What follows belongs to an exercise in optimizing a design on an open flow for small area and a short achievable clock period; a production flow would make more cautious choices.
At most, simulation tests tie the RTL to the original design; equivalence was not proved.
Only the layout flow was run in runs 2 and 3; the RTL was not checked for function there.
Power and IR drop assume default switching activity.

## design/flow/config.mk

```make
export PLATFORM = sky130hd
export DESIGN_NAME = fire_seek_mode_sequencer
export DESIGN_NICKNAME = fire_seek_mode_sequencer
export VERILOG_FILES = /design/flow/design.v
export SDC_FILE = /design/flow/constraint.sdc
export NUM_CORES = 4
export LEC_CHECK = 0
export CAP_MARGIN = 20
export CORE_MARGIN = 2
export CORE_UTILIZATION = 40
export SETUP_SLACK_MARGIN = 3.0
export SLEW_MARGIN = 20
```

## design/flow/constraint.sdc

```tcl
create_clock -name core_clock -period 6.0 [get_ports {i_clk}]
set_input_delay 1.2000 -clock core_clock [delete_from_list [all_inputs] [get_ports {i_clk}]]
set_output_delay 1.2000 -clock core_clock [all_outputs]
set_load 0.01 [all_outputs]
```

## design/flow/design.v

```verilog
module fsms_core (
    input  logic        i_clk,
    input  logic        i_rst_n,
    input  logic        i_accept,
    input  logic        i_operation,
    input  logic [9:0]  i_distance_cm,
    input  logic [31:0] i_now_tick,
    input  logic [1:0]  i_random_pick,
    input  logic [9:0]  i_detect_limit,
    input  logic [9:0]  i_stop_limit,
    input  logic [9:0]  i_detect_next,
    input  logic [9:0]  i_stop_next,
    input  logic [15:0] i_patrol_period,
    input  logic [15:0] i_fan_max,
    input  logic [15:0] i_pause_len,
    input  logic [15:0] i_turn_len,
    input  logic [7:0]  i_right_sector,
    input  logic [7:0]  i_left_sector,
    output logic [7:0]  o_servo_angle,
    output logic [2:0]  o_motion,
    output logic        o_fan_on,
    output logic [2:0]  o_mode,
    output logic        o_fire_seen,
    output logic        o_fire_near
);
    localparam logic [2:0] MODE_PATROL   = 3'd0;
    localparam logic [2:0] MODE_PAUSE    = 3'd1;
    localparam logic [2:0] MODE_TURN     = 3'd2;
    localparam logic [2:0] MODE_APPROACH = 3'd3;
    localparam logic [2:0] MODE_FAN      = 3'd4;
    localparam logic [2:0] MOT_STOP     = 3'd0;
    localparam logic [2:0] MOT_SPIN_L   = 3'd3;
    localparam logic [2:0] MOT_SPIN_R   = 3'd4;
    localparam logic [2:0] MOT_APPROACH = 3'd5;
    function automatic logic ge32(input logic [31:0] a, input logic [31:0] b);
        logic [31:0] g, p;
        g = a & ~b;
        p = a | ~b;
        for (int s = 1; s < 32; s = s * 2) begin
            for (int i = 0; i < 32; i = i + 2 * s) begin
                g[i] = g[i+s] | (p[i+s] & g[i]);
                p[i] = p[i+s] & p[i];
            end
        end
        ge32 = g[0] | p[0];
    endfunction
    function automatic logic cout32(input logic [31:0] a, input logic [31:0] b);
        logic [31:0] g, p;
        g = a & b;
        p = a | b;
        g[0] = a[0] | b[0];
        for (int s = 1; s < 32; s = s * 2) begin
            for (int i = 0; i < 32; i = i + 2 * s) begin
                g[i] = g[i+s] | (p[i+s] & g[i]);
                p[i] = p[i+s] & p[i];
            end
        end
        cout32 = g[0];
    endfunction
    logic [2:0]  r_mode;
    logic [2:0]  r_pm;       
    logic        r_aux;      
    logic        r_scan;     
    logic        r_up;       
    logic [6:0]  r_ang;      
    logic [9:0]  r_range;
    logic        r_pdl_set;  
    logic [31:0] r_pdl;      
    logic [31:0] r_tmr;      
    logic is_ctrl;
    assign is_ctrl = i_operation;
    logic m_patrol, m_pause, m_turn, m_appr, m_fan;
    assign m_patrol = (r_mode == MODE_PATROL);
    assign m_pause  = (r_mode == MODE_PAUSE);
    assign m_turn   = (r_mode == MODE_TURN);
    assign m_appr   = (r_mode == MODE_APPROACH);
    assign m_fan    = (r_mode == MODE_FAN);
    logic       r_lost, r_far;
    logic       lost, far;
    logic [9:0] n_range;
    assign lost    = r_lost;
    assign far     = r_far;
    assign n_range = (i_accept && !is_ctrl) ? i_distance_cm : r_range;
    always_ff @(posedge i_clk) begin
        if (!i_rst_n) begin
            r_lost <= 1'b1;
            r_far  <= 1'b1;
        end else begin
            r_lost <= !ge32({22'd0, i_detect_next}, {22'd0, n_range});
            r_far  <= !ge32({22'd0, i_stop_next}, {22'd0, n_range});
        end
    end
    logic [31:0] t_ref, now, t_len;
    logic        ge_31, ge_32, due, tdone;
    assign now   = i_now_tick;
    assign t_ref = m_patrol ? r_pdl : r_tmr;
    assign ge_31 = ge32({1'b0, now[30:0]}, {1'b0, t_ref[30:0]});
    assign due   = (m_patrol && !r_pdl_set) ? !now[31] : !(now[31] ^ t_ref[31] ^ !ge_31);
    assign ge_32 = ge32(now, t_ref);
    logic [31:0] csa_s;
    logic [32:0] csa_c;
    logic        s_hi;
    assign t_len = {16'd0, m_fan ? i_fan_max : i_pause_len};
    assign csa_s = now ^ t_ref ^ t_len;
    assign csa_c = {(now & ~t_ref) | (now & ~t_len) | (~t_ref & ~t_len), 1'b1};
    assign s_hi  = cout32(csa_s, csa_c[31:0]);
    assign tdone = ge_32 ? (csa_c[32] && s_hi) : (csa_c[32] || s_hi);
    logic [15:0] a_len;
    logic [16:0] sum_lo;
    logic [15:0] sum_hi;
    logic [31:0] sum;
    assign a_len  = (m_patrol && lost) ? i_patrol_period : (m_pause ? i_turn_len : 16'd0);
    assign sum_lo = {1'b0, now[15:0]} + {1'b0, a_len};
    logic [15:0] pre1;
    always_comb begin
        logic [15:0] t;
        t = now[31:16];
        for (int s = 1; s < 16; s = s * 2) begin
            for (int i = 15; i >= s; i--) t[i] = t[i] & t[i-s];
        end
        pre1 = {t[14:0], 1'b1};
    end
    assign sum_hi = now[31:16] ^ (pre1 & {16{sum_lo[16]}});
    assign sum = {sum_hi, sum_lo[15:0]};
    logic [7:0] angle;
    assign angle = {r_ang, 1'b0};
    logic right_of, left_of;
    assign right_of = !ge32({24'd0, angle}, {24'd0, i_right_sector});
    assign left_of  = !ge32({24'd0, i_left_sector}, {24'd0, angle});
    logic [2:0] n_mode;
    logic       n_aux;
    logic       ld_pm, ld_pdl, ld_tmr;
    always_comb begin
        n_mode = r_mode;
        n_aux  = r_aux;
        ld_pm  = 1'b0;
        ld_pdl = 1'b0;
        ld_tmr = 1'b0;
        case (r_mode)
            MODE_PATROL: begin
                if (lost) begin
                    n_aux = 1'b1;
                    if (due) begin
                        ld_pm  = 1'b1;
                        ld_pdl = 1'b1;
                    end
                end else begin
                    n_mode = MODE_PAUSE;
                    n_aux  = 1'b0;
                    ld_tmr = 1'b1;
                end
            end
            MODE_PAUSE: begin
                n_aux = 1'b0;
                if (lost) begin
                    n_mode = MODE_PATROL;
                end else if (tdone) begin
                    if (right_of || left_of) begin
                        n_mode = MODE_TURN;
                        n_aux  = !right_of;
                        ld_tmr = 1'b1;
                    end else begin
                        n_mode = MODE_APPROACH;
                    end
                end
            end
            MODE_TURN: begin
                if (lost) begin
                    n_mode = MODE_PATROL;
                    n_aux  = 1'b0;
                end else if (due) begin
                    n_mode = MODE_APPROACH;
                    n_aux  = 1'b0;
                end
            end
            MODE_APPROACH: begin
                n_aux = 1'b0;
                if (lost) begin
                    n_mode = MODE_PATROL;
                end else if (far) begin
                    n_aux = 1'b1;
                end else begin
                    n_mode = MODE_FAN;
                    ld_tmr = 1'b1;
                end
            end
            default: begin
                n_aux = 1'b0;
                if (tdone || lost) n_mode = MODE_PATROL;
            end
        endcase
    end
    logic       scan, h90;
    logic [6:0] n_ang;
    logic       n_up;
    assign scan = m_patrol && r_scan;
    assign h90  = m_fan || (m_appr && r_aux);
    always_comb begin
        n_ang = r_ang;
        n_up  = r_up;
        if (scan) begin
            if (r_up) begin
                if (r_ang >= 7'd85) begin
                    n_ang = 7'd90;
                    n_up  = 1'b0;
                end else begin
                    n_ang = r_ang + 7'd5;
                end
            end else begin
                if (r_ang <= 7'd5) begin
                    n_ang = 7'd0;
                    n_up  = 1'b1;
                end else begin
                    n_ang = r_ang - 7'd5;
                end
            end
        end else if (h90) begin
            n_ang = 7'd45;
        end
    end
    always_ff @(posedge i_clk) begin
        if (!i_rst_n) begin
            r_mode    <= MODE_PATROL;
            r_pm      <= MOT_STOP;
            r_aux     <= 1'b0;
            r_scan    <= 1'b1;
            r_up      <= 1'b1;
            r_ang     <= 7'd0;
            r_range   <= 10'd999;
            r_pdl_set <= 1'b0;
        end else if (i_accept) begin
            if (is_ctrl) begin
                r_mode <= n_mode;
                r_aux  <= n_aux;
                r_scan <= !(m_pause || m_turn);
                if (ld_pm) r_pm <= {1'b0, i_random_pick} + 3'd1;
                if (ld_pdl) r_pdl_set <= 1'b1;
            end else begin
                r_ang   <= n_ang;
                r_up    <= n_up;
                r_range <= i_distance_cm;
            end
        end
    end
    always_ff @(posedge i_clk) begin
        if (i_rst_n && i_accept && is_ctrl && ld_pdl) r_pdl <= sum;
        if (i_rst_n && i_accept && is_ctrl && ld_tmr) r_tmr <= sum;
    end
    always_comb begin
        o_motion = MOT_STOP;
        case (r_mode)
            MODE_PATROL:   o_motion = r_aux ? r_pm : MOT_STOP;
            MODE_TURN:     o_motion = r_aux ? MOT_SPIN_L : MOT_SPIN_R;
            MODE_APPROACH: o_motion = r_aux ? MOT_APPROACH : MOT_STOP;
            default:       o_motion = MOT_STOP;
        endcase
    end
    assign o_servo_angle = angle;
    assign o_fan_on      = m_fan;
    assign o_mode        = r_mode;
    assign o_fire_seen   = is_ctrl ? !lost : ge32({22'd0, i_detect_limit}, {22'd0, i_distance_cm});
    assign o_fire_near   = is_ctrl ? !far  : ge32({22'd0, i_stop_limit}, {22'd0, i_distance_cm});
endmodule
module fire_seek_mode_sequencer (
    input  logic        i_clk,
    input  logic        i_rst_n,
    input  logic        i_in_valid,
    output logic        i_in_ready,
    input  logic        i_in_operation,
    input  logic [9:0]  i_in_distance_cm,
    input  logic [31:0] i_in_now_tick,
    input  logic [1:0]  i_in_random_pick,
    input  logic        i_cfg_valid,
    output logic        i_cfg_ready,
    input  logic [2:0]  i_cfg_index,
    input  logic [15:0] i_cfg_data,
    output logic        o_out_valid,
    input  logic        o_out_ready,
    output logic [7:0]  o_out_servo_angle,
    output logic [2:0]  o_out_motion,
    output logic        o_out_fan_on,
    output logic [2:0]  o_out_mode,
    output logic        o_out_fire_seen,
    output logic        o_out_fire_near
);
    localparam logic [2:0] CFG_DETECT_LIMIT  = 3'd0;
    localparam logic [2:0] CFG_STOP_LIMIT    = 3'd1;
    localparam logic [2:0] CFG_PATROL_PERIOD = 3'd2;
    localparam logic [2:0] CFG_FAN_MAX       = 3'd3;
    localparam logic [2:0] CFG_PAUSE         = 3'd4;
    localparam logic [2:0] CFG_TURN          = 3'd5;
    localparam logic [2:0] CFG_RIGHT_SECTOR  = 3'd6;
    localparam logic [2:0] CFG_LEFT_SECTOR   = 3'd7;
    logic [9:0]  r_detect_limit;
    logic [9:0]  r_stop_limit;
    logic [15:0] r_patrol_period;
    logic [15:0] r_fan_max;
    logic [15:0] r_pause_len;
    logic [15:0] r_turn_len;
    logic [7:0]  r_right_sector;
    logic [7:0]  r_left_sector;
    logic        res_fire_seen;
    logic        res_fire_near;
    logic        r_out_fire_seen;
    logic        r_out_fire_near;
    logic        r_out_valid;
    logic        in_acc;
    assign i_in_ready = !r_out_valid || o_out_ready;
    assign in_acc     = i_in_valid && i_in_ready;
    assign i_cfg_ready = 1'b1;
    logic        cfg_we_any;
    logic [15:0] d_z, d_o;
    logic [7:0]  cfg_we;
    assign cfg_we_any = !i_rst_n || i_cfg_valid;
    assign d_z = i_cfg_data & {16{i_rst_n}};
    assign d_o = i_cfg_data | {16{!i_rst_n}};
    always_comb begin
        for (int k = 0; k < 8; k++) cfg_we[k] = !i_rst_n || (i_cfg_valid && i_cfg_index == 3'(k));
    end
    function automatic logic [15:0] rv_sel(input logic [15:0] rv, input logic [15:0] z,
                                           input logic [15:0] o);
        rv_sel = (rv & o) | (~rv & z);
    endfunction
    logic [15:0] w_detect, w_stop, w_right, w_left;
    assign w_detect = rv_sel(16'd300, d_z, d_o);
    assign w_stop   = rv_sel(16'd50, d_z, d_o);
    assign w_right  = rv_sel(16'd60, d_z, d_o);
    assign w_left   = rv_sel(16'd120, d_z, d_o);
    always_ff @(posedge i_clk) begin
        if (cfg_we[CFG_DETECT_LIMIT])  r_detect_limit  <= w_detect[9:0];
        if (cfg_we[CFG_STOP_LIMIT])    r_stop_limit    <= w_stop[9:0];
        if (cfg_we[CFG_PATROL_PERIOD]) r_patrol_period <= rv_sel(16'd3000, d_z, d_o);
        if (cfg_we[CFG_FAN_MAX])       r_fan_max       <= rv_sel(16'd5000, d_z, d_o);
        if (cfg_we[CFG_PAUSE])         r_pause_len     <= rv_sel(16'd300, d_z, d_o);
        if (cfg_we[CFG_TURN])          r_turn_len      <= rv_sel(16'd1308, d_z, d_o);
        if (cfg_we[CFG_RIGHT_SECTOR])  r_right_sector  <= w_right[7:0];
        if (cfg_we[CFG_LEFT_SECTOR])   r_left_sector   <= w_left[7:0];
    end
    fsms_core u_core (
        .i_clk           (i_clk),
        .i_rst_n         (i_rst_n),
        .i_accept        (in_acc),
        .i_operation     (i_in_operation),
        .i_distance_cm   (i_in_distance_cm),
        .i_now_tick      (i_in_now_tick),
        .i_random_pick   (i_in_random_pick),
        .i_detect_limit  (r_detect_limit),
        .i_stop_limit    (r_stop_limit),
        .i_detect_next   (cfg_we[CFG_DETECT_LIMIT] ? w_detect[9:0] : r_detect_limit),
        .i_stop_next     (cfg_we[CFG_STOP_LIMIT] ? w_stop[9:0] : r_stop_limit),
        .i_patrol_period (r_patrol_period),
        .i_fan_max       (r_fan_max),
        .i_pause_len     (r_pause_len),
        .i_turn_len      (r_turn_len),
        .i_right_sector  (r_right_sector),
        .i_left_sector   (r_left_sector),
        .o_servo_angle   (o_out_servo_angle),
        .o_motion        (o_out_motion),
        .o_fan_on        (o_out_fan_on),
        .o_mode          (o_out_mode),
        .o_fire_seen     (res_fire_seen),
        .o_fire_near     (res_fire_near)
    );
    always_ff @(posedge i_clk) begin
        if (!i_rst_n) begin
            r_out_valid <= 1'b0;
        end else if (in_acc) begin
            r_out_valid <= 1'b1;
        end else if (o_out_ready) begin
            r_out_valid <= 1'b0;
        end
    end
    always_ff @(posedge i_clk) begin
        if (in_acc) begin
            r_out_fire_seen <= res_fire_seen;
            r_out_fire_near <= res_fire_near;
        end
    end
    assign o_out_valid     = r_out_valid;
    assign o_out_fire_seen = r_out_fire_seen;
    assign o_out_fire_near = r_out_fire_near;
endmodule
```

## design/flow/flow/run.sh

```bash
#!/bin/bash
# Standard layout flow, except that the port buffers are plain buf_1 cells (which the
# resizer may upsize) instead of the default clkdlybuf4s50_1 delay buffers.
set -euo pipefail
# the standard synthesis, unchanged
bash standard.sh synth > synth.log 2>&1
# floorplan to final layout
bash standard.sh BUFFER_PORTS_ARGS="-buffer_cell sky130_fd_sc_hd__buf_1" finish > layout.log 2>&1
```

## design/flow/standard.sh

```bash
#!/bin/bash
# synth_recipe.tcl (not shown) runs the flow's synth.tcl, then flattens the netlist and writes it again
# the make line also repeats each setting of config.mk as NAME=value (left out here)
make -C /OpenROAD-flow-scripts/flow DESIGN_CONFIG=/design/flow/config.mk WORK_HOME=/design/flow/orfs CLKGATE_MAP_FILE= SYNTH_SCRIPT=/design/flow/synth_recipe.tcl "${@:-finish}"
```

==> qor.yml, run 1 <==
status:
  status: "finished clean"
critical_path:
  crit_chain: "nor3_4 -> buf_6 -> buf_12 -> mux2_4 -> fa_1 -> maj3_2 -> a211o_1 -> a221oi_2 -> a211oi_2 -> o21ai_1 -> maj3_2 -> nand3_2 -> a21oi_4 -> buf_6 -> buf_16"
  path_delay_family: "compound AO/OA/AOI/OAI gates"
  crit_path_top_delay_cell: "fa_1"
  cp.buffers_inverters: 4
  crit_required_ns: 6.15
  critPathKind: "reg -> reg"
  critPathMaxStageDelay_ns: 0.48
  arrival_ns: 4.13
  critPathCaptureType: "register"
  cp_max_fo: 10
  crit_path_start_kind: "register"
cts:
  cts_tree: "built"
  clk_latency_ns: 0.44
  hold_buffers: 0
  cts-buffers-inserted: 17
  clk_pin_slew_ns: 0.08
  numClockSinks: 195
  ctsRootBufferMaster: "clkbuf_16"
  cts_buffer_depth: 2
  htreeDepth: 4
sta:
  finalCritPeriodShare_pct: 66.3
  hold_viol: 0
  tightest_slew_ns: 0.744
  rsz0062_at_grt: "true"
  period_needed_ns: 3.98
  finalWorstSetupSlack_ns: 2.02
  fmax_ghz: 0.251
  relSlewSlack_pct: 50.1
  final-max-slew-violation-count: 0
  fin_tns_setup_ns: 0
  finalSetupViolCount: 0
  fin_worst_skew_ns: 0.0199
synth:
  synth_area_mm2: 0.0118
  synth_top_area_share_pct: 36.9
  ys_seq_area_share_pct: 45.3
  synth_edf_count: 145
  synth_seq_cells: 195
  syn_area_per_cell_um2: 10.6
  async_flop_share_pct: 0
  synth_area_leaders: "edfxtp_1, ha_1, dfxtp_1"
  yosysTopAreaCell: "edfxtp_1"
  yosysUniqueCellTypes: 80
  synth_ff_type: "edfxtp_1"
  synth_warnings: 2
  synth_nets: 1289
  postSynthCellCount: 1112
grt:
  grt_pass1_wl_mm: 47.4
  grt_max_degree: 66
  grt_overflow_total: 0
  grt_pass1_vias: 8989
  grt.total_usage_pct: 19.8
  antenna_found_initial: 0
cells_and_area:
  final_util_pct: 51.1
  final_cells: 1657
  drive_above_1_share_pct: 23.6
  n_antenna_cell: 0
  area_delta_synth_final_pct: 24.8
  nNetsFinal: 1437
route:
  dr.pass1.iters: 5
  postRouteWirelength_mm: 30.0
  vias: 8809
  drc: 0
  detail_route.vias_per_cell: 5.32
  antenna_left: 0
  drtIter0Drc: 498
  avgRoutedWirePerCell_um: 18.1
floorplanning:
  die_y_um: 176
  start_util_pct: 40.9
  design.core.area_mm2: 0.0289
  die_x_um: 176
  rows: 62
  die_area_mm2: 0.0309
  ios: 89
placement:
  placed_cells: 1559
  hpwl_mm: 20.2
  gp_congestion: 0.834
  place_ws_ns: 1.29
  io_buffers: 86
job:
  max_cap_viol_count: 0
power_and_ir_drop:
  total_power_mw: 3.41
  power.leakage_nw: 5.72
  vdd_ir_drop_max_mv: 0.172
  powerDensity_mw_per_mm2: 232
worst_hold_path:
  hold_path.class: "reg -> reg"
-- cell usage after synthesis (8+ instances only) --
master    number
edfxtp_1     145
inv_1        111
ha_1          92
nand2_1       86
nor2_1        57
dfxtp_1       50
a21oi_1       47
nand2b_1      39
mux2_2        38
o21ai_0       38
mux2i_1       28
nand3_1       26
and2_1        25
clkbuf_1      23
nor2b_1       22
xnor2_1       22
a22o_1        17
fa_1          16
nor3_1        15
maj3_1        13
o211ai_1      13
a21o_1        11
a31oi_1       11
o22ai_1       11
o31ai_1        8
-- where the power goes --
part	switching (mW)	total (mW)	internal [mW]
Combinational	0.374	0.669	0.295
Clock	0.583	1.17	0.590
Sequential	0.0303	1.57	1.54
Total	0.987	3.41	2.43
-- stage by stage --
stage | hold slack (ns) | cell area (um2)
after global placement | 0.477 | 12800
final | 0.497 | 14700
after CTS | 0.498 | 14300
after detailed placement | 0.487 | 12800
after global routing | 0.517 | 14700
after floorplan | 0.460 | 12100
-- cells by family (layout without fill, tap and decap cells) --
group | after synthesis | after routing | share of synthesized area (%)
AO/OA/AOI/OAI | 242 | 242 | 14.6
AND/OR/NAND/NOR | 306 | 308 | 13.0
XOR/XNOR | 30 | 30 | 2.29
flip-flops | 195 | 195 | 45.3
buffers and inverters | 147 | 306 | 4.87
multiplexers | 66 | 66 | 5.99
adder cells (fa/ha/maj) | 124 | 124 | 13.8
other | 2 | 2 | 0.0636
-- cell usage in the layout, fill, tap and decap left out, types with 22 or more instances in the layout --
| master | n |
|---|---|
| mux2i_1 | 26 |
| nand2_1 | 83 |
| dfxtp_1 | 47 |
| a21oi_1 | 39 |
| nand3_1 | 22 |
| edfxtp_1 | 145 |
| inv_1 | 96 |
| and2_1 | 22 |
| nand2b_1 | 36 |
| mux2_2 | 27 |
| o21ai_0 | 26 |
| buf_1 | 78 |
| ha_1 | 81 |
| buf_4 | 50 |
| nor2_1 | 49 |
-- path summary, 6_finish.rpt --
check	to	startpoint	depth (start not counted)	slack [ns]
worst max-delay path	u_core.r_tmr[1]	u_core.r_mode[0]	15	2.02
worst min-delay path	u_core.r_pm[0]	u_core.r_pm[0]	2	0.50
worst max register to register	u_core.r_tmr[1]	u_core.r_mode[0]	15	2.02
worst min register to register	u_core.r_pm[0]	u_core.r_pm[0]	2	0.50
-- routing by layer --
metal  vias to the layer above  track usage (%)  routed length [um]
li1                       4309                -                   -
met1                      4299             25.5               13700
met4                         0             4.72                 298
met5                         -                0                   0
met2                       181             35.2               15000
met3                        20             2.53                1020
-- registers in the layout, summed over array words and instances (netlist names), 16 cells and up --
register,flops
r_turn_len,16
r_pause_len,16
u_core.r_tmr,32
r_fan_max,16
r_patrol_period,16
u_core.r_pdl,32
-- cell type report --
type	instances	area, um2
clock buffer	19	454
clock inverter	13	149
fill	2588	14100
inverter	111	420
multi-input combinational	772	6700
sequential	195	5370
tap	384	480
timing repair buffer	163	1170
-- tightest hold or removal path, cell delays in order, from the launching register on --
cell	delay [ns]
dfxtp_1	0.32
nor2_1	0.09
a211oi_1	0.04
-- timing repair --
item | 4_1_cts | 5_1_grt
resized for setup | 81 | 72
buffers inserted | 44 | 16
setup endpoints to repair | 128 | 123
cloned | 5 | 1
pin swaps | 48 | 32
==> run 2: changes to the inputs <==
--- a/design/flow/design.v
+++ b/design/flow/design.v
@@ -71,2 +71,3 @@
     assign is_ctrl = i_operation;
+    logic r_sel_patrol, r_sel_pause, r_sel_fan;
     logic m_patrol, m_pause, m_turn, m_appr, m_fan;
@@ -95,3 +96,3 @@
     assign now   = i_now_tick;
-    assign t_ref = m_patrol ? r_pdl : r_tmr;
+    assign t_ref = r_sel_patrol ? r_pdl : r_tmr;
     assign ge_31 = ge32({1'b0, now[30:0]}, {1'b0, t_ref[30:0]});
@@ -102,3 +103,3 @@
     logic        s_hi;
-    assign t_len = {16'd0, m_fan ? i_fan_max : i_pause_len};
+    assign t_len = {16'd0, r_sel_fan ? i_fan_max : i_pause_len};
     assign csa_s = now ^ t_ref ^ t_len;
@@ -111,3 +112,3 @@
     logic [31:0] sum;
-    assign a_len  = (m_patrol && lost) ? i_patrol_period : (m_pause ? i_turn_len : 16'd0);
+    assign a_len  = (r_sel_patrol && lost) ? i_patrol_period : (r_sel_pause ? i_turn_len : 16'd0);
     assign sum_lo = {1'b0, now[15:0]} + {1'b0, a_len};
@@ -223,2 +224,5 @@
             r_mode    <= MODE_PATROL;
+            r_sel_patrol <= 1'b1;
+            r_sel_pause  <= 1'b0;
+            r_sel_fan    <= 1'b0;
             r_pm      <= MOT_STOP;
@@ -233,2 +237,5 @@
                 r_mode <= n_mode;
+                r_sel_patrol <= (n_mode == MODE_PATROL);
+                r_sel_pause  <= (n_mode == MODE_PAUSE);
+                r_sel_fan    <= (n_mode == MODE_FAN);
                 r_aux  <= n_aux;
--- a/design/flow/config.mk
+++ b/design/flow/config.mk
@@ -10,3 +10,3 @@
 export CORE_UTILIZATION = 40
-export SETUP_SLACK_MARGIN = 3.0
+export SETUP_SLACK_MARGIN = 3.5
 export SLEW_MARGIN = 20
==> run 2 against run 1 <==
Setup slack better by 0.13 ns. Via count is 4.5% higher. Worst hold slack better by 0.00091 ns. Clock skew is 0.0012 ns lower. Synthesized cell count is 6.2% higher. Global-route usage is 0.26 points lower. Critical path type unchanged. Final cell count is 5.1% higher. First-iteration DRC count is 10% higher. Count of clock-buffer cells in the layout is 1 lower. Combinational power is 17% higher. Design area is 4.1% higher. Fmax is 3.3% higher.
==> qor.yml, run 2 <==
cts:
  clk_latency_ns: 0.45
  numClockSinks: 198
  cts-buffers-inserted: 17
  hold_buffers: 0
  ctsRootBufferMaster: "clkbuf_16"
  htreeDepth: 4
  cts_buffer_depth: 2
  cts_tree: "built"
  clk_pin_slew_ns: 0.08
route:
  met1_length_mm: 14.1
  top_layer: "met5"
  dr.pass1.iters: 5
  wl_met3_mm: 1.35
  vias: 9208
  drc: 0
  wl_met2_mm: 14.6
  drtIter0Drc: 548
  postRouteWirelength_mm: 30.7
  detail_route.vias_per_cell: 5.29
  avgRoutedWirePerCell_um: 17.6
  antenna_left: 0
placement:
  placed_cells: 1625
  io_buffers: 86
  place_ws_ns: 1.12
  hpwl_mm: 21.2
  gp_congestion: 0.857
cells_and_area:
  final_cell_mix: "edfxtp_1, nand2_1, inv_1, ha_1, buf_4"
  nNetsFinal: 1517
  drive_above_1_share_pct: 25.5
  reg_top3: "u_core.r_pdl x32, u_core.r_tmr x32"
  area_delta_synth_final_pct: 27.4
  final_cells: 1741
  final_util_pct: 51.8
  layout_commonest_cell: "edfxtp_1"
synth:
  synthAdderAreaFrac_pct: 14.1
  yosysMostFrequentCell: "edfxtp_1"
  postSynthCellCount: 1181
  synth_ff_type: "edfxtp_1"
  synth_warnings: 2
  synth_area_mm2: 0.0121
  syn_area_per_cell_um2: 10.2
  netlist_top_cells_count: "edfxtp_1, nand2_1, inv_1, ha_1, o21ai_0"
  yosys-mux-area-fraction_pct: 5.50
  synth_edf_count: 145
  synth_top_area_share_pct: 36.1
  synth_seq_cells: 198
  synth_top_family_by_area: "compound AO/OA/AOI/OAI gates"
  synth-simple-area-share_pct: 13.7
  yosysUniqueCellTypes: 77
  async_flop_share_pct: 0
  ys_seq_area_share_pct: 44.9
  synth_nets: 1361
  synth_area_leaders: "edfxtp_1, ha_1, dfxtp_1"
  synth_xor_area_share_pct: 2.32
  synth_compound_area_share_pct: 14.2
  yosysTopAreaCell: "edfxtp_1"
floorplanning:
  die_y_um: 178
  rows: 63
  design.core.area_mm2: 0.0296
  ios: 89
  start_util_pct: 40.7
  die_x_um: 178
  die_area_mm2: 0.0315
sta:
  tightest_slew_ns: 1.01
  finalCritPeriodShare_pct: 64.1
  finalWorstSetupSlack_ns: 2.15
  whs_ns: 0.497
  period_needed_ns: 3.85
  relSlewSlack_pct: 33.0
  fmax_ghz: 0.260
  final-max-slew-violation-count: 0
  hold_viol: 0
  fin_tns_setup_ns: 0
  finalSetupViolCount: 0
  fin_worst_skew_ns: 0.0187
  rsz0062_at_grt: "true"
critical_path:
  crit_required_ns: 6.20
  arrival_ns: 4.05
  crit_path_start_kind: "register"
  crit_path_top_delay_cell: "fa_1"
  critPathKind: "reg -> reg"
  cp.buffers_inverters: 3
  crit_chain: "buf_12 -> mux2i_4 -> inv_2 -> fa_1 -> o22ai_2 -> nor3_2 -> a211oi_2 -> or4_4 -> a31oi_4 -> o21bai_1 -> o211a_1 -> a21oi_2 -> o22ai_2 -> and3b_4 -> buf_12"
  critPathMaxStageDelay_ns: 0.57
  path_delay_family: "compound AO/OA/AOI/OAI gates"
  cp_max_fo: 16
  critPathCaptureType: "register"
job:
  max_cap_viol_count: 0
grt:
  grt_pass1_vias: 8918
  antenna_found_initial: 2
  grt_overflow_total: 0
  grt.total_usage_pct: 19.5
  grt_pass1_wl_mm: 47.6
  grt_max_degree: 44
power_and_ir_drop:
  power.leakage_nw: 6.15
  power_frac_seq_pct: 44.8
  p_clk_share_pct: 33.4
  switching_share_pct: 29.8
  vdd_ir_drop_max_mv: 0.167
  powerDensity_mw_per_mm2: 233
  p_sw_mw: 1.07
  p_int_mw: 2.51
  combPwrFrac_pct: 21.9
worst_hold_path:
  hold_path.class: "reg -> reg"
status:
  status: "finished clean"
## run 2: kinds of logic after synthesis
family / after synthesis
buffers and inverters: 160
adders and majority gates: 129
DFF: 198
xor gates and xnor gates: 32
AOI/OAI and AO/OA: 260
and+or+nand+nor: 336
muxes: 64
other: 2
## run 2: final timing paths
kind	slack [ns]	start	cells after the start	to
max	2.15	u_core.r_sel_patrol	15	u_core.r_tmr[6]
min	0.50	u_core.r_pm[0]	2	u_core.r_pm[0]
max reg2reg	2.15	u_core.r_sel_patrol	15	u_core.r_tmr[6]
min reg2reg	0.50	u_core.r_pm[0]	2	u_core.r_pm[0]
## run 2: area by class of cell
| type | instances | area (um2) |
|---|---|---|
| fill | 2651 | 14300 |
| multi-input combinational | 827 | 7020 |
| sequential | 198 | 5450 |
| timing repair buffer | 174 | 1330 |
| tap | 390 | 488 |
| clock buffer | 18 | 450 |
| inverter | 119 | 450 |
| clock inverter | 14 | 175 |
| antenna | 1 | 2.50 |
## run 2: power by group through the flow
stage               logic, mW  clock network (mW)  registers, mW
floorplan               0.445                   0           1.62
global placement        0.595                   0           1.63
detailed placement      0.605                   0           1.63
CTS                     0.701                1.21           1.60
global route            0.859                1.26           1.61
finish                  0.781                1.19           1.60
## run 2: worst min-delay path, stage by stage (launching register included)
cell and delay, ns:
dfxtp_1 0.33, nand2_1 0.08, a21oi_2 0.05
## run 2: per-layer routing
metal  vias up  GRT usage (%)
met4         2           5.70
met1      4426           26.8
met3        43           3.19
met5         -              0
met2       197           31.7
li1       4540              -
## run 2: stage by stage
| step | power, mW | instance area, um2 |
|---|---|---|
| after floorplan | 2.06 | 12300 |
| after global placement | 2.23 | 13000 |
| after detailed placement | 2.24 | 13000 |
| after CTS | 3.51 | 14600 |
| after global routing | 3.73 | 15400 |
| final | 3.57 | 15400 |
## run 2: timing repair
action / CTS / global route
endpoints found under the setup margin: 162 / 143
gates cloned: 4 / 3
pin swaps: 59 / 54
gates resized for setup: 135 / 113
buffers inserted: 46 / 30
==> run 3: changes to the inputs <==
--- a/design/flow/config.mk
+++ b/design/flow/config.mk
@@ -10,3 +10,3 @@
 export CORE_UTILIZATION = 40
-export SETUP_SLACK_MARGIN = 3.5
+export SETUP_SLACK_MARGIN = 3.0
 export SLEW_MARGIN = 20
==> run 3 against run 2 <==
Sequential share of layout area up 0.28 points. First-iteration DRC count up 6.8%. Wire length fell by 1.2%. Area after synthesis is the same. Register-to-register slack hardly changed. Final cell count is 0.57% lower. Setup slack better by 0.0041 ns. Still clean on timing, DRC and antenna. Via count fell by 0.39%. Worst hold slack got worse by 0.013 ns.
==> qor.yml, run 3 <==
grt:
  grt_overflow_total: 0
  grt.total_usage_pct: 19.6
  grt_max_degree: 65
  grt_pass1_wl_mm: 47.8
  antenna_found_initial: 0
  grt_pass1_vias: 8959
sta:
  fin_tns_setup_ns: 0
  hold_viol: 0
  fin_worst_skew_ns: 0.0180
  fmax_ghz: 0.260
  tightest_slew_ns: 0.975
  relSlewSlack_pct: 34.3
  finalSetupViolCount: 0
  finalCritPeriodShare_pct: 64.1
  final-max-slew-violation-count: 0
  period_needed_ns: 3.84
  rsz0062_at_grt: "true"
power_and_ir_drop:
  vdd_ir_drop_max_mv: 0.163
  power.leakage_nw: 5.97
  powerDensity_mw_per_mm2: 235
  total_power_mw: 3.57
  switching_share_pct: 28.8
  power_frac_seq_pct: 44.8
  combPwrFrac_pct: 22.1
  p_int_mw: 2.54
  p_clk_share_pct: 33.1
  p_sw_mw: 1.03
synth:
  synth_seq_cells: 198
  yosysTopAreaCell: "edfxtp_1"
  synth_area_mm2: 0.0121
  synth_top_area_share_pct: 36.1
  synth_area_leaders: "edfxtp_1, ha_1, dfxtp_1"
  ys_seq_area_share_pct: 44.9
  synth_top_family_by_area: "compound AO/OA/AOI/OAI gates"
  yosysUniqueCellTypes: 77
  synth_compound_area_share_pct: 14.2
  async_flop_share_pct: 0
  yosysMostFrequentCell: "edfxtp_1"
  postSynthCellCount: 1181
  syn_area_per_cell_um2: 10.2
  synth_edf_count: 145
  synth_warnings: 2
  synth-simple-area-share_pct: 13.7
  yosys-mux-area-fraction_pct: 5.50
  netlist_top_cells_count: "edfxtp_1, nand2_1, inv_1, ha_1, o21ai_0"
  synth_xor_area_share_pct: 2.32
  synth_nets: 1361
  synthAdderAreaFrac_pct: 14.1
  synth_ff_type: "edfxtp_1"
critical_path:
  critPathCaptureType: "register"
  critPathKind: "in -> reg"
  critPathMaxStageDelay_ns: 0.58
  cp_max_fo: 16
  cp.buffers_inverters: 3
  path_delay_family: "compound AO/OA/AOI/OAI gates"
  crit_chain: "buf_1 -> inv_2 -> fa_1 -> a221o_1 -> a211oi_2 -> or4_4 -> a31oi_4 -> o21bai_2 -> o211a_1 -> a21oi_2 -> o22ai_4 -> and3b_4 -> buf_12"
  crit_required_ns: 6.19
  crit_path_top_delay_cell: "fa_1"
  arrival_ns: 4.03
  crit_path_start_kind: "input pin"
worst_hold_path:
  hold_path.class: "reg -> reg"
floorplanning:
  ios: 89
  start_util_pct: 40.7
  die_x_um: 178
  rows: 63
  die_area_mm2: 0.0315
  design.core.area_mm2: 0.0296
  die_y_um: 178
job:
  max_cap_viol_count: 0
placement:
  gp_congestion: 0.872
  io_buffers: 86
  hpwl_mm: 20.9
cells_and_area:
  drive_above_1_share_pct: 24.4
  reg_top3: "u_core.r_pdl x32, u_core.r_tmr x32"
  fill_cells: 2649
  n_antenna_cell: 0
  area_delta_synth_final_pct: 25.9
  multi_input_area_mm2: 0.00697
  seqCellArea_mm2: 0.00543
  final_cell_mix: "edfxtp_1, nand2_1, inv_1, ha_1, buf_1"
  layout_commonest_cell: "edfxtp_1"
  nNetsFinal: 1508
route:
  antenna_left: 0
  dr.pass1.iters: 6
  postRouteWirelength_mm: 30.3
  detail_route.vias_per_cell: 5.30
  avgRoutedWirePerCell_um: 17.5
  vias: 9172
  drtIter0Drc: 585
  drc: 0
status:
  status: "finished clean"
cts:
  clk_pin_slew_ns: 0.07
  ctsRootBufferMaster: "clkbuf_16"
  numClockSinks: 198
  cts_tree: "built"
  hold_buffers: 0
  cts-buffers-inserted: 17
  clk_latency_ns: 0.44
  htreeDepth: 4
  cts_buffer_depth: 2
-- run 3: cell counts after synthesis --
No cell type changed its count.
-- run 3: tightest hold or removal path, cell delays in order (launching register included) --
cell     delay, ns
dfxtp_1       0.32
nand2_1       0.07
a21oi_2       0.05
-- run 3: timing repair --
action	in CTS	in global routing
pin swaps	55	44
setup buffers	50	19
setup endpoints to repair	130	128
gates cloned	4	0
endpoints found under the hold margin	0	0
gates resized for setup	154	92
-- run 3: cells by family (layout without fill, tap and decap cells) --
family	count (synthesis)	in the layout
XOR/XNOR	32	32
AND/OR/NAND/NOR	336	339
flip-flops	198	198
AO/OA/AOI/OAI	260	260
adder cells (fa/ha/maj)	129	129
multiplexers	64	64
other	2	2
buffers and inverters	160	317
-- run 3: path summary, 6_finish.rpt --
kind	from	endpoint	slack, ns	cells past startpoint
min	u_core.r_pm[0]	u_core.r_pm[0]	0.48	2
max reg2reg	u_core.r_sel_patrol	u_core.r_tmr[5]	2.16	15
max	i_in_now_tick[14]	u_core.r_tmr[5]	2.16	13
min reg2reg	u_core.r_pm[0]	u_core.r_pm[0]	0.48	2
-- run 3: metal layers --
metal / global-route usage (%) / vias up / part of all wire (%)
met2: 33.0 / 180 / 47
li1: - / 4506 / -
met1: 26.2 / 4450 / 47
met5: 0 / - / 0
met3: 3.75 / 36 / 3.8
met4: 4.37 / 0 / 1.9
-- run 3: per-stage QoR --
stage	setup slack (ns)	hold WS, ns	cell area, um2	cells	util, %
after floorplan	2.06	0.436	12300	1181	-
after global placement	1.18	0.443	13000	1626	43.8
after detailed placement	1.08	0.451	13000	1626	43.8
after CTS	2.10	0.462	14700	1712	49.5
after global routing	2.05	0.527	15200	1731	51.2
final	2.16	0.485	15200	1731	51.2
-- run 3: cell type report --
type	instances	share of cell area (%)
multi-input cells	826	45.9
flip-flops and latches	198	35.7
repair buffers	166	8.04
clock buffers	20	3.30
well taps	390	3.21
inverters	119	2.97
clock inverters	12	0.824
-- run 3: power by group through the flow --
stage | Combinational, mW | Sequential, mW | Clock, mW
6_report | 0.789 | 1.60 | 1.18
5_1_grt | 0.870 | 1.61 | 1.26
4_1_cts | 0.720 | 1.60 | 1.21
3_5_place_dp | 0.602 | 1.63 | 0
3_3_place_gp | 0.593 | 1.63 | 0
2_1_floorplan | 0.439 | 1.62 | 0
==> run 4: changes to the inputs <==
--- a/design/flow/design.v
+++ b/design/flow/design.v
@@ -83,11 +83,7 @@
     assign far     = r_far;
-    assign n_range = (i_accept && !is_ctrl) ? i_distance_cm : r_range;
+    assign n_range = !i_rst_n ? 10'd999 : ((i_accept && !is_ctrl) ? i_distance_cm : r_range);
     always_ff @(posedge i_clk) begin
-        if (!i_rst_n) begin
-            r_lost <= 1'b1;
-            r_far  <= 1'b1;
-        end else begin
-            r_lost <= !ge32({22'd0, i_detect_next}, {22'd0, n_range});
-            r_far  <= !ge32({22'd0, i_stop_next}, {22'd0, n_range});
-        end
+        r_range <= n_range;
+        r_lost  <= !ge32({22'd0, i_detect_next}, {22'd0, n_range});
+        r_far   <= !ge32({22'd0, i_stop_next}, {22'd0, n_range});
     end
@@ -104,4 +100,4 @@
     assign t_len = {16'd0, r_sel_fan ? i_fan_max : i_pause_len};
-    assign csa_s = now ^ t_ref ^ t_len;
-    assign csa_c = {(now & ~t_ref) | (now & ~t_len) | (~t_ref & ~t_len), 1'b1};
+    assign csa_s = now ^ r_tmr ^ t_len;
+    assign csa_c = {(now & ~r_tmr) | (now & ~t_len) | (~r_tmr & ~t_len), 1'b1};
     assign s_hi  = cout32(csa_s, csa_c[31:0]);
@@ -232,3 +228,2 @@
             r_ang     <= 7'd0;
-            r_range   <= 10'd999;
             r_pdl_set <= 1'b0;
@@ -247,3 +242,2 @@
                 r_up    <= n_up;
-                r_range <= i_distance_cm;
             end
@@ -331,2 +325,5 @@
     logic [15:0] w_detect, w_stop, w_right, w_left;
+    logic [9:0]  n_detect, n_stop;
+    assign n_detect = cfg_we[CFG_DETECT_LIMIT] ? w_detect[9:0] : r_detect_limit;
+    assign n_stop   = cfg_we[CFG_STOP_LIMIT] ? w_stop[9:0] : r_stop_limit;
     assign w_detect = rv_sel(16'd300, d_z, d_o);
@@ -336,4 +333,4 @@
     always_ff @(posedge i_clk) begin
-        if (cfg_we[CFG_DETECT_LIMIT])  r_detect_limit  <= w_detect[9:0];
-        if (cfg_we[CFG_STOP_LIMIT])    r_stop_limit    <= w_stop[9:0];
+        r_detect_limit <= n_detect;
+        r_stop_limit   <= n_stop;
         if (cfg_we[CFG_PATROL_PERIOD]) r_patrol_period <= rv_sel(16'd3000, d_z, d_o);
@@ -355,4 +352,4 @@
         .i_stop_limit    (r_stop_limit),
-        .i_detect_next   (cfg_we[CFG_DETECT_LIMIT] ? w_detect[9:0] : r_detect_limit),
-        .i_stop_next     (cfg_we[CFG_STOP_LIMIT] ? w_stop[9:0] : r_stop_limit),
+        .i_detect_next   (n_detect),
+        .i_stop_next     (n_stop),
         .i_patrol_period (r_patrol_period),
--- a/design/flow/config.mk
+++ b/design/flow/config.mk
@@ -10,2 +10,3 @@
 export CORE_UTILIZATION = 40
+export CTS_BUF_LIST = sky130_fd_sc_hd__clkbuf_4 sky130_fd_sc_hd__clkbuf_8
 export SETUP_SLACK_MARGIN = 3.0
==> run 4 against run 3 <==
Highest routed layer unchanged. Still clean on timing, DRC and antenna. Sequential power about the same. Clock power decreased by 28%. Clock skew increased by 0.0019 ns. Sequential cell count unchanged. Fmax increased by 8.2%. Critical path type unchanged. Setup slack improved by 0.29 ns. Combinational power decreased by 6.7%. Largest power group unchanged. Die area decreased by 3.8%.
==> qor.yml, run 4 <==
synth:
  synth_top_area_share_pct: 37.6
  synth_ff_type: "edfxtp_1"
  synth_nets: 1251
  synth_area_leaders: "edfxtp_1, dfxtp_1, ha_1"
  postSynthCellCount: 1127
  syn_area_per_cell_um2: 10.3
  synth_warnings: 2
  yosysMostFrequentCell: "edfxtp_1"
  synth_edf_count: 145
  synth_seq_cells: 198
  yosysUniqueCellTypes: 97
  synth_area_mm2: 0.0116
  netlist_top_cells_count: "edfxtp_1, nand2_1, inv_1, o21ai_0, nor2_1"
  async_flop_share_pct: 0
  ys_seq_area_share_pct: 46.7
  yosysTopAreaCell: "edfxtp_1"
route:
  dr.pass1.iters: 7
  antenna_left: 0
  postRouteWirelength_mm: 30.9
  wl_met3_mm: 1.36
  top_layer: "met4"
  met1_length_mm: 13.7
  wl_met2_mm: 15.1
  avgRoutedWirePerCell_um: 18.3
  vias: 9283
  detail_route.vias_per_cell: 5.51
  drc: 0
  drtIter0Drc: 667
critical_path:
  crit_path_start_kind: "input pin"
  crit_chain: "buf_2 -> inv_2 -> ha_1 -> a222oi_1 -> buf_4 -> o2111ai_2 -> o21bai_1 -> a31o_2 -> a41oi_2 -> a31o_4 -> nand2_4 -> a21oi_4 -> buf_12 -> buf_8 -> buf_16"
  cp_max_fo: 8
  critPathMaxStageDelay_ns: 0.32
  arrival_ns: 3.76
  crit_path_top_delay_cell: "ha_1"
  crit_required_ns: 6.20
  critPathKind: "in -> reg"
  critPathCaptureType: "register"
sta:
  relSlewSlack_pct: 30.8
  hold_viol: 0
  fmax_ghz: 0.281
  period_needed_ns: 3.55
  finalSetupViolCount: 0
  final-max-slew-violation-count: 0
  rsz0062_at_grt: "true"
  finalCritPeriodShare_pct: 59.2
  fin_tns_setup_ns: 0
  fin_worst_skew_ns: 0.0199
  tightest_slew_ns: 1.03
  whs_ns: 0.466
cells_and_area:
  n_antenna_cell: 0
  final_cell_mix: "edfxtp_1, nand2_1, inv_1, nor2_1, buf_4"
  reg_top3: "u_core.r_pdl x32, u_core.r_tmr x32"
  layout_commonest_cell: "edfxtp_1"
  final_cells: 1684
  area_delta_synth_final_pct: 26.2
  final_util_pct: 51.1
  fill_cells: 2553
  drive_above_1_share_pct: 27.8
  nNetsFinal: 1411
placement:
  io_buffers: 86
  hpwl_mm: 20.2
  gp_congestion: 0.898
  placed_cells: 1559
grt:
  grt_pass1_wl_mm: 47.6
  grt_pass1_vias: 8951
  grt_overflow_total: 0
  grt.total_usage_pct: 20.2
  grt_max_degree: 38
  antenna_found_initial: 0
floorplanning:
  die_area_mm2: 0.0303
  die_x_um: 174
  rows: 62
  ios: 89
  die_y_um: 174
  start_util_pct: 40.5
  design.core.area_mm2: 0.0286
job:
  max_cap_viol_count: 0
power_and_ir_drop:
  total_power_mw: 3.18
  power.leakage_nw: 5.62
  vdd_ir_drop_max_mv: 0.120
  powerDensity_mw_per_mm2: 218
cts:
  numClockSinks: 198
  cts-buffers-inserted: 17
  ctsRootBufferMaster: "clkbuf_8"
  clk_pin_slew_ns: 0.11
  cts_tree: "built"
  cts_buffer_depth: 2
  hold_buffers: 0
  htreeDepth: 4
  clk_latency_ns: 0.49
worst_hold_path:
  hold_path.class: "reg -> reg"
status:
  status: "finished clean"
[run 4: cell types whose count changed after synthesis, sizes merged, moves of 13 or more]
| cell | before | now |
|---|---|---|
| ha | 95 | 39 |
| inv | 117 | 88 |
| mux2i | 49 | 31 |
| nor2 | 51 | 67 |
| a22oi | 4 | 18 |
| o21ai | 64 | 78 |
| mux2 | 15 | 28 |
[run 4: worst max-delay path: cells and delay by family]
kind | cells | cell delay (ns)
simple gates | 1 | 0.06
compound gates | 7 | 1.37
buf+inv | 6 | 0.81
fa+ha+maj | 1 | 0.32
[run 4: final timing paths]
path	from	to	slack, ns	cells after the start
max	i_in_now_tick[22]	u_core.r_tmr[4]	2.45	15
min reg2reg	u_core.r_pm[2]	u_core.r_pm[2]	0.47	2
max reg2reg	u_core.r_sel_fan	u_core.r_tmr[4]	2.53	15
min	u_core.r_pm[2]	u_core.r_pm[2]	0.47	2
[run 4: kinds of logic after synthesis]
logic type | share of synthesized area (%)
XOR/XNOR | 2.42
adder cells (fa/ha/maj) | 7.59
other | 0.0648
flip-flops | 46.7
AND/OR/NAND/NOR | 14.6
multiplexers | 5.60
AO/OA/AOI/OAI | 18.1
buffers and inverters | 4.85
[run 4: per-layer routing]
metal | up-vias | track usage [%]
met2 | 270 | 33.9
met1 | 4491 | 26.6
met5 | - | 0
met4 | 0 | 6.51
li1 | 4473 | -
met3 | 49 | 3.22
[run 4: power breakdown]
part / internal (mW) / switching (mW)
clock network: 0.314 / 0.538
logic: 0.338 / 0.398
registers: 1.56 / 0.0321
total: 2.22 / 0.969
[run 4: per-stage QoR]
step | area (um2) | worst slack, ns
after floorplan | 11900 | 2.11
after global placement | 12500 | 1.62
after detailed placement | 12500 | 1.56
after CTS | 14000 | 2.55
after global routing | 14600 | 2.36
final | 14600 | 2.45
[run 4: cell type report]
| cell class | count | area, um2 | area share [%] |
|---|---|---|---|
| inverters | 89 | 367 | 2.51 |
| repair inverters | 1 | 5.00 | 0.0342 |
| repair buffers | 182 | 1540 | 10.6 |
| clock inverters | 15 | 151 | 1.04 |
| flip-flops and latches | 198 | 5440 | 37.2 |
| multi-input cells | 798 | 6400 | 43.8 |
| well taps | 384 | 480 | 3.29 |
| clock buffers | 17 | 234 | 1.60 |
[run 4: what timing repair did]
action / in CTS / in global routing
pin swaps: 39 / 44
buffers inserted: 54 / 29
cloned: 9 / 1
endpoints found under the setup margin: 131 / 120
resized for setup: 136 / 87
==> run 5: changes to the inputs <==
--- a/design/flow/config.mk
+++ b/design/flow/config.mk
@@ -10,3 +10,2 @@
 export CORE_UTILIZATION = 40
-export CTS_BUF_LIST = sky130_fd_sc_hd__clkbuf_4 sky130_fd_sc_hd__clkbuf_8
 export SETUP_SLACK_MARGIN = 3.0
==> run 5 against run 4 <==
Still clean. Core utilization increased by 1.6 points. Non-clock buffer count increased by 17. Design area rose by 3.2%. Critical path type unchanged.
==> qor.yml, run 5 <==
route:
  avgRoutedWirePerCell_um: 18.5
  drtIter0Drc: 608
  dr.pass1.iters: 6
  vias: 9437
  drc: 0
  detail_route.vias_per_cell: 5.55
  antenna_left: 0
  postRouteWirelength_mm: 31.5
synth:
  synth_nets: 1251
  postSynthCellCount: 1127
  syn_area_per_cell_um2: 10.3
  yosysMostFrequentCell: "edfxtp_1"
  synth_top_area_share_pct: 37.6
  synth_area_mm2: 0.0116
  synth_seq_cells: 198
  synth_ff_type: "edfxtp_1"
  async_flop_share_pct: 0
  ys_seq_area_share_pct: 46.7
  netlist_top_cells_count: "edfxtp_1, nand2_1, inv_1, o21ai_0, nor2_1"
  synth_area_leaders: "edfxtp_1, dfxtp_1, ha_1"
  synth_edf_count: 145
  yosysTopAreaCell: "edfxtp_1"
  synth_warnings: 2
  yosysUniqueCellTypes: 97
grt:
  grt_overflow_total: 0
  use_met2_pct: 35.2
  antenna_found_initial: 0
  grt_pass1_wl_mm: 48.5
  grt.total_usage_pct: 20.4
  grt_max_degree: 38
  met3_usage_pct: 2.71
  grt_pass1_vias: 9078
  met1_usage_pct: 26.8
  grt-busiest-layer: "met2"
sta:
  fmax_ghz: 0.282
  tightest_slew_ns: 1.04
  fin_worst_skew_ns: 0.0100
  finalSetupViolCount: 0
  rsz0062_at_grt: "true"
  final-max-slew-violation-count: 0
  relSlewSlack_pct: 30.0
  hold_viol: 0
  period_needed_ns: 3.55
  finalCritPeriodShare_pct: 59.1
  fin_tns_setup_ns: 0
  whs_ns: 0.464
  finalWorstSetupSlack_ns: 2.45
cts:
  numClockSinks: 198
  cts_buffer_depth: 2
  cts-buffers-inserted: 17
  clk_pin_slew_ns: 0.08
  clk_latency_ns: 0.45
  ctsRootBufferMaster: "clkbuf_16"
  cts_tree: "built"
  htreeDepth: 4
placement:
  io_buffers: 86
  place_ws_ns: 1.56
  place_area_mm2: 0.0125
  hpwl_mm: 20.2
  gp_congestion: 0.898
  placed_cells: 1559
cells_and_area:
  final_cell_mix: "edfxtp_1, nand2_1, buf_4, inv_1, nor2_1"
  drive_above_1_share_pct: 29.8
  n_antenna_cell: 0
  final_area_mm2: 0.0151
  area_delta_synth_final_pct: 30.2
  layout_commonest_cell: "edfxtp_1"
  nNetsFinal: 1428
  reg_top3: "u_core.r_pdl x32, u_core.r_tmr x32"
  final_cells: 1701
critical_path:
  crit_path_start_kind: "input pin"
  arrival_ns: 3.71
  critPathCaptureType: "register"
  critPathKind: "in -> reg"
  cp_max_fo: 8
  r2r_cells: 15
  crit_required_ns: 6.16
floorplanning:
  die_x_um: 174
  start_util_pct: 40.5
  ios: 89
  die_area_mm2: 0.0303
  design.core.area_mm2: 0.0286
  rows: 62
  die_y_um: 174
power_and_ir_drop:
  vdd_ir_drop_max_mv: 0.208
  power.leakage_nw: 5.83
  powerDensity_mw_per_mm2: 232
worst_hold_path:
  hold_path.class: "reg -> reg"
  min_path_cells: 2
job:
  max_cap_viol_count: 0
status:
  status: "finished clean"
[run 5: cell counts after synthesis]
No cell type changed its count.
[run 5: path summary, 6_finish.rpt]
kind,start,to,slack [ns]
setup reg to reg,u_core.r_sel_fan,u_core.r_tmr[14],2.52
setup / recovery,i_in_now_tick[27],u_core.r_tmr[14],2.45
hold reg to reg,u_core.r_pm[2],u_core.r_pm[2],0.46
hold / removal,u_core.r_pm[2],u_core.r_pm[2],0.46
[run 5: metal layers]
layer	vias up	routed length, um
li1	4508	-
met1	4605	13800
met2	282	15600
met3	42	1470
met4	0	633
met5	-	0
[run 5: through the flow]
step / power, mW / util [%]
global route: 3.66 / 52.7
detailed placement: 2.20 / 43.6
finish: 3.50 / 52.7
CTS: 3.44 / 50.7
floorplan: 2.05 / -
global placement: 2.19 / 43.6
[run 5: logic make-up (layout without fill, tap and decap cells)]
family	Yosys count	in the layout	synth area share (%)
DFF	198	198	46.7
buffers and inverters	133	321	4.85
AOI/OAI and AO/OA	298	298	18.1
xor gates and xnor gates	32	32	2.42
adders and majority gates	62	62	7.59
other	2	2	0.0648
and+or+nand+nor	343	345	14.6
muxes	59	59	5.60
[run 5: critical path: stages]
cell	delay [ns]
buf_4	0.15
inv_2	0.05
ha_4	0.21
a222oi_1	0.40
nand3_1	0.23
nor4_2	0.33
o22ai_2	0.16
a41oi_2	0.17
a31o_4	0.20
nand2_4	0.06
a21oi_4	0.14
buf_12	0.15
buf_12	0.11
buf_16	0.13
[run 5: final cells by class]
cell class | instances | area, um2
timing repair buffer | 199 | 1770
sequential | 198 | 5430
clock inverter | 15 | 151
timing repair inverter | 1 | 5.00
fill | 2475 | 13500
multi-input combinational | 798 | 6440
clock buffer | 17 | 425
tap | 384 | 480
inverter | 89 | 374
[run 5: where the power goes]
group          switching, mW  total [mW]  internal (mW)
clock network          0.575        1.13          0.559
registers             0.0341        1.60           1.57
logic                  0.409       0.771          0.362
[run 5: timing repair]
action                     CTS  global route
pin swaps                   60            60
cloned                       9             2
hold endpoints to repair     0             0
setup buffers               74            25
setup endpoints to repair  131           122
hold buffers                 0             0
gates resized for setup    182            76
==> run 6: changes to the inputs <==
--- a/design/flow/config.mk
+++ b/design/flow/config.mk
@@ -10,3 +10,3 @@
 export CORE_UTILIZATION = 40
-export SETUP_SLACK_MARGIN = 3.0
+export SETUP_SLACK_MARGIN = 2.0
 export SLEW_MARGIN = 20
==> run 6 against run 5 <==
Still clean on timing, DRC and antenna. Core utilization down 7.3 points. Clock skew increased by 0.012 ns. Sequential cell count stayed put. Design area is 14% lower. Area after synthesis did not move. Critical path depth decreased by 2. Critical path type unchanged. Largest cell class unchanged. Largest power group unchanged.
==> qor.yml, run 6 <==
cts:
  cts_buffer_depth: 2
  hold_buffers: 0
  cts_tree: "built"
  numClockSinks: 198
  cts-buffers-inserted: 17
  htreeDepth: 4
  clk_pin_slew_ns: 0.07
  ctsRootBufferMaster: "clkbuf_16"
  clk_latency_ns: 0.44
sta:
  final-max-slew-violation-count: 0
  fin_worst_skew_ns: 0.0216
  period_needed_ns: 3.84
  fmax_ghz: 0.260
  finalCritPeriodShare_pct: 64.0
  fin_tns_setup_ns: 0
  hold_viol: 0
  tightest_slew_ns: 1.03
  relSlewSlack_pct: 31.4
  finalWorstSetupSlack_ns: 2.16
  finalSetupViolCount: 0
  rsz0062_at_grt: "false"
synth:
  ys_seq_area_share_pct: 46.7
  synth_ff_type: "edfxtp_1"
  synth_area_leaders: "edfxtp_1, dfxtp_1, ha_1"
  netlist_top_cells_count: "edfxtp_1, nand2_1, inv_1, o21ai_0, nor2_1"
  yosysTopAreaCell: "edfxtp_1"
  synth_warnings: 2
  yosysUniqueCellTypes: 97
  synth_area_mm2: 0.0116
  async_flop_share_pct: 0
  yosysMostFrequentCell: "edfxtp_1"
  synth_compound_area_share_pct: 18.1
  synth_top_family_by_area: "compound AO/OA/AOI/OAI gates"
  synthAdderAreaFrac_pct: 7.59
  syn_area_per_cell_um2: 10.3
  synth_xor_area_share_pct: 2.42
  synth_seq_cells: 198
  synth_top_area_share_pct: 37.6
  postSynthCellCount: 1127
  synth_nets: 1251
  synth-simple-area-share_pct: 14.6
  yosys-mux-area-fraction_pct: 5.60
  synth_edf_count: 145
placement:
  placed_cells: 1563
  hpwl_mm: 20.2
  place_ws_ns: 1.52
  place_area_mm2: 0.0123
  io_buffers: 86
  gp_congestion: 0.866
route:
  dr.pass1.iters: 6
  antenna_left: 0
  drtIter0Drc: 570
  vias: 8750
  postRouteWirelength_mm: 27.7
  detail_route.vias_per_cell: 5.46
  avgRoutedWirePerCell_um: 17.3
  drc: 0
critical_path:
  path_delay_family: "compound AO/OA/AOI/OAI gates"
  crit_chain: "buf_1 -> inv_1 -> ha_1 -> a222oi_1 -> o2111ai_1 -> nor4_1 -> o22ai_1 -> a41oi_2 -> a31o_4 -> nand2_2 -> a21oi_4 -> clkbuf_16"
  cp.buffers_inverters: 3
  r2r_slack_ns: 2.27
  crit_path_start_kind: "input pin"
  cp_max_fo: 16
  critPathCaptureType: "register"
  crit_required_ns: 6.14
  critPathMaxStageDelay_ns: 0.44
  startpoint: "i_in_now_tick[17]"
  arrival_ns: 3.98
  crit_path_top_delay_cell: "a222oi_1"
  timing.rr.start: "u_core.r_sel_patrol"
  critPathKind: "in -> reg"
floorplanning:
  die_y_um: 174
  die_x_um: 174
  die_area_mm2: 0.0303
  ios: 89
  rows: 62
  design.core.area_mm2: 0.0286
  start_util_pct: 40.5
power_and_ir_drop:
  power.leakage_nw: 4.89
  power_frac_seq_pct: 48.6
  p_clk_share_pct: 34.4
  p_sw_mw: 0.890
  combPwrFrac_pct: 17.0
  powerDensity_mw_per_mm2: 253
  p_int_mw: 2.40
  total_power_mw: 3.29
  vdd_ir_drop_max_mv: 0.191
  switching_share_pct: 27.1
grt:
  antenna_found_initial: 0
  met1_usage_pct: 25.4
  grt.total_usage_pct: 18.1
  met3_usage_pct: 2.65
  grt_pass1_vias: 8396
  use_met2_pct: 29.7
  grt-busiest-layer: "met2"
  grt_pass1_wl_mm: 43.9
  grt_max_degree: 72
  grt_overflow_total: 0
cells_and_area:
  layout_commonest_cell: "edfxtp_1"
  final_cell_mix: "edfxtp_1, nand2_1, inv_1, buf_1, o21ai_0"
  drive_above_1_share_pct: 11.0
  reg_top3: "u_core.r_pdl x32, u_core.r_tmr x32"
  n_antenna_cell: 0
  area_delta_synth_final_pct: 12.3
  nNetsFinal: 1330
  final_cells: 1603
  seqCellArea_mm2: 0.00543
  final_area_mm2: 0.0130
  fill_cells: 2680
  multi_input_area_mm2: 0.00568
worst_hold_path:
  hold_path.class: "reg -> reg"
  hp-start: "u_core.r_pm[1]"
status:
  status: "finished clean"
job:
  max_cap_viol_count: 0
[run 6: per-stage QoR]
| step | util (%) | hold WS, ns |
|---|---|---|
| 2_1_floorplan | - | 0.436 |
| 3_3_place_gp | 42.9 | 0.454 |
| 3_5_place_dp | 42.9 | 0.456 |
| 4_1_cts | 45.0 | 0.473 |
| 5_1_grt | 45.4 | 0.516 |
| 6_report | 45.4 | 0.474 |
[run 6: worst register-to-register path, delay by kind of cell (launching register included)]
| family | cells | cell delay (ns) |
|---|---|---|
| flip-flops | 1 | 0.34 |
| multiplexers | 1 | 0.42 |
| XOR/XNOR | 1 | 0.19 |
| buffers and inverters | 1 | 0.35 |
| AO/OA/AOI/OAI | 3 | 1.09 |
| AND/OR/NAND/NOR | 3 | 1.01 |
[run 6: timing repair]
action	CTS	global route
endpoints found under the setup margin	90	89
pin swaps	0	9
gates cloned	0	2
setup buffers	0	5
resized for setup	10	15
[run 6: power groups by stage]
stage | sequential, mW | combinational (mW) | clock (mW)
floorplan | 1.62 | 0.405 | 0
global placement | 1.63 | 0.534 | 0
detailed placement | 1.63 | 0.543 | 0
CTS | 1.60 | 0.547 | 1.15
global route | 1.61 | 0.624 | 1.21
finish | 1.60 | 0.557 | 1.13
[run 6: routing by layer]
metal	share of wire (%)	up-vias
li1	-	4289
met1	47	4183
met2	47	248
met3	4.8	30
met4	1.2	0
met5	0	-
[run 6: cell families (layout without fill, tap and decap cells)]
| kind of cell | Yosys count | count (layout) |
|---|---|---|
| multiplexers | 59 | 59 |
| adder cells (fa/ha/maj) | 62 | 62 |
| buffers and inverters | 133 | 224 |
| flip-flops | 198 | 198 |
| AND/OR/NAND/NOR | 343 | 344 |
| AO/OA/AOI/OAI | 298 | 298 |
| other | 2 | 2 |
| XOR/XNOR | 32 | 32 |
[run 6: path summary, 6_finish.rpt]
path                            cells past startpoint               end
worst max register to register                      9  u_core.r_pdl[10]
worst min-delay path                                2    u_core.r_pm[1]
worst max-delay path                               12  u_core.r_tmr[25]
worst min register to register                      2    u_core.r_pm[1]
[run 6: final cells by class]
type                            count  share of cell area, %
Clock buffer                       21                   3.87
Clock inverter                     11                  0.625
Inverter                           89                   2.57
Multi-Input combinational cell    797                   43.7
Sequential cell                   198                   41.7
Tap cell                          384                   3.69
Timing Repair Buffer              103                   3.87
==> run 7: changes to the inputs <==
--- a/design/flow/config.mk
+++ b/design/flow/config.mk
@@ -10,3 +10,3 @@
 export CORE_UTILIZATION = 40
-export SETUP_SLACK_MARGIN = 2.0
+export SETUP_SLACK_MARGIN = 2.5
 export SLEW_MARGIN = 20
==> run 7 against run 6 <==
Wire length up 6.4%. Total power up 0.84%. Critical endpoint is now u_core.r_tmr[2]. Area after synthesis is the same. Design area grew 7.4%. First-iteration DRC count decreased by 0.18%. Still clean on timing, DRC and antenna.
==> qor.yml, run 7 <==
status:
  status: "finished clean"
critical_path:
  crit_path_start_kind: "input pin"
  critPathCaptureType: "register"
  crit_chain: "clkbuf_4 -> inv_2 -> ha_4 -> a222oi_1 -> buf_4 -> o2111ai_4 -> o21bai_4 -> a31o_4 -> a41oi_2 -> a31o_4 -> nand2_4 -> a21oi_4 -> buf_6 -> clkbuf_16"
  crit_required_ns: 6.15
  r2r-end: "u_core.r_tmr[2]"
  crit_path_top_delay_cell: "a222oi_1"
  endpoint: "u_core.r_tmr[2]"
  cp_common_cell: "a31o_4"
  timing.rr.start: "u_core.r_sel_fan"
  cp_max_fo: 8
  startpoint: "i_in_now_tick[23]"
  critPathMaxStageDelay_ns: 0.40
  arrival_ns: 3.79
  r2r_cells: 15
  critPathKind: "in -> reg"
  r2r_slack_ns: 2.43
floorplanning:
  design.core.area_mm2: 0.0286
  die_y_um: 174
  die_x_um: 174
  die_area_mm2: 0.0303
  ios: 89
  rows: 62
  start_util_pct: 40.5
power_and_ir_drop:
  vdd_ir_drop_max_mv: 0.198
  power.leakage_nw: 5.26
  total_power_mw: 3.31
  powerDensity_mw_per_mm2: 237
synth:
  postSynthCellCount: 1127
  synth_area_mm2: 0.0116
  synth_area_leaders: "edfxtp_1, dfxtp_1, ha_1"
  synth_seq_cells: 198
  syn_area_per_cell_um2: 10.3
  netlist_top_cells_count: "edfxtp_1, nand2_1, inv_1, o21ai_0, nor2_1"
  synth_warnings: 2
  synth_nets: 1251
  synth_top_area_share_pct: 37.6
  ys_seq_area_share_pct: 46.7
  synth_ff_type: "edfxtp_1"
  async_flop_share_pct: 0
  yosysMostFrequentCell: "edfxtp_1"
  synth_edf_count: 145
  yosysUniqueCellTypes: 97
  yosysTopAreaCell: "edfxtp_1"
grt:
  antenna_found_initial: 0
  grt_overflow_total: 0
  grt_max_degree: 47
  grt_pass1_vias: 8733
  grt.total_usage_pct: 19.2
  grt_pass1_wl_mm: 45.7
cts:
  hold_buffers: 0
  ctsRootBufferMaster: "clkbuf_16"
  cts_tree: "built"
  clk_pin_slew_ns: 0.08
  cts-buffers-inserted: 17
  numClockSinks: 198
  cts_buffer_depth: 2
  htreeDepth: 4
  clk_latency_ns: 0.44
sta:
  finalSetupViolCount: 0
  period_needed_ns: 3.64
  hold_viol: 0
  fmax_ghz: 0.275
  fin_tns_setup_ns: 0
  rsz0062_at_grt: "true"
  relSlewSlack_pct: 34.6
  tightest_slew_ns: 0.970
  finalCritPeriodShare_pct: 60.7
  whs_ns: 0.470
  fin_worst_skew_ns: 0.0157
  final-max-slew-violation-count: 0
cells_and_area:
  n_antenna_cell: 0
  drive_above_1_share_pct: 21.4
  seqCellArea_mm2: 0.00543
  nNetsFinal: 1385
  area_delta_synth_final_pct: 20.6
  reg_top3: "u_core.r_pdl x32, u_core.r_tmr x32"
  layout_commonest_cell: "edfxtp_1"
  multi_input_area_mm2: 0.00604
  fill_cells: 2601
  final_cell_mix: "edfxtp_1, nand2_1, inv_1, nor2_1, o21ai_0"
route:
  drc: 0
  detail_route.vias_per_cell: 5.43
  drtIter0Drc: 569
  antenna_left: 0
  postRouteWirelength_mm: 29.4
  vias: 8998
  dr.pass1.iters: 6
  avgRoutedWirePerCell_um: 17.8
job:
  max_cap_viol_count: 0
worst_hold_path:
  hold_path.class: "reg -> reg"
placement:
  gp_congestion: 0.875
  hpwl_mm: 20.4
  io_buffers: 86
run 7: worst min-delay path by stage:
stage	startpoint	to	slack [ns]	cells past startpoint
floorplan	u_core.r_pm[1]	u_core.r_pm[1]	0.44	2
global placement	u_core.r_pm[1]	u_core.r_pm[1]	0.45	2
detailed placement	u_core.r_pm[2]	u_core.r_pm[2]	0.46	2
CTS	u_core.r_pm[2]	u_core.r_pm[2]	0.47	2
global route	u_core.r_pm[2]	u_core.r_pm[2]	0.49	2
finish	u_core.r_pm[2]	u_core.r_pm[2]	0.47	2
run 7: cell families after synthesis:
logic type	after synthesis	share of synthesized area, %
adders and majority gates	62	7.59
buffers and inverters	133	4.85
DFF	198	46.7
xor gates and xnor gates	32	2.42
AOI/OAI and AO/OA	298	18.1
muxes	59	5.60
other	2	0.0648
and+or+nand+nor	343	14.6
run 7: final cells by class:
cell class,instances,share of cell area (%)
Clock buffer,17,3.05
Clock inverter,15,0.851
Inverter,89,2.53
Multi-Input combinational cell,798,43.2
Sequential cell,198,38.9
Tap cell,384,3.44
Timing Repair Buffer,157,8.03
run 7: worst max-delay path, delay by kind of cell:
kind            cells  cell delay [ns]
compound gates      7             1.58
simple gates        1             0.06
fa+ha+maj           1             0.20
buf+inv             5             0.75
run 7: layer usage:
metal	wire, um	share of wire [%]	track usage [%]	vias up
met1	13600	46	25.8	4324
li1	-	-	-	4421
met3	1120	3.8	2.56	28
met2	14200	48	32.3	225
met4	524	1.8	5.95	0
met5	0	0	0	-
run 7: per-stage QoR:
step	cell area (um2)	utilization (%)	setup WS [ns]	cells
6_report	14000	48.8	2.36	1658
5_1_grt	14000	48.8	2.29	1658
4_1_cts	13500	47.2	2.43	1630
3_5_place_dp	12400	43.3	1.49	1563
3_3_place_gp	12400	43.3	1.61	1563
2_1_floorplan	11800	-	2.11	1127
run 7: power by group:
group / internal (mW) / switching, mW / total [mW] / leakage (nW)
logic: 0.275 / 0.369 / 0.645 / 3.19
registers: 1.56 / 0.0321 / 1.60 / 1.81
clock network: 0.540 / 0.532 / 1.07 / 0.261
run 7: what timing repair did:
item                                    CTS  global route
pin swaps                                22            41
cloned                                    4             2
gates resized for setup                  78            59
setup buffers                            31            26
endpoints found under the setup margin  122            97

Re-timed with assumed drivers on the ports (clkbuf_16 on the clock, buf_2 on other inputs), run 7 has 2.378 ns of setup slack against 2.359 ns with ideal ports, and 1.899 ns once port delays also move by the mid clock arrival of 0.478 ns.
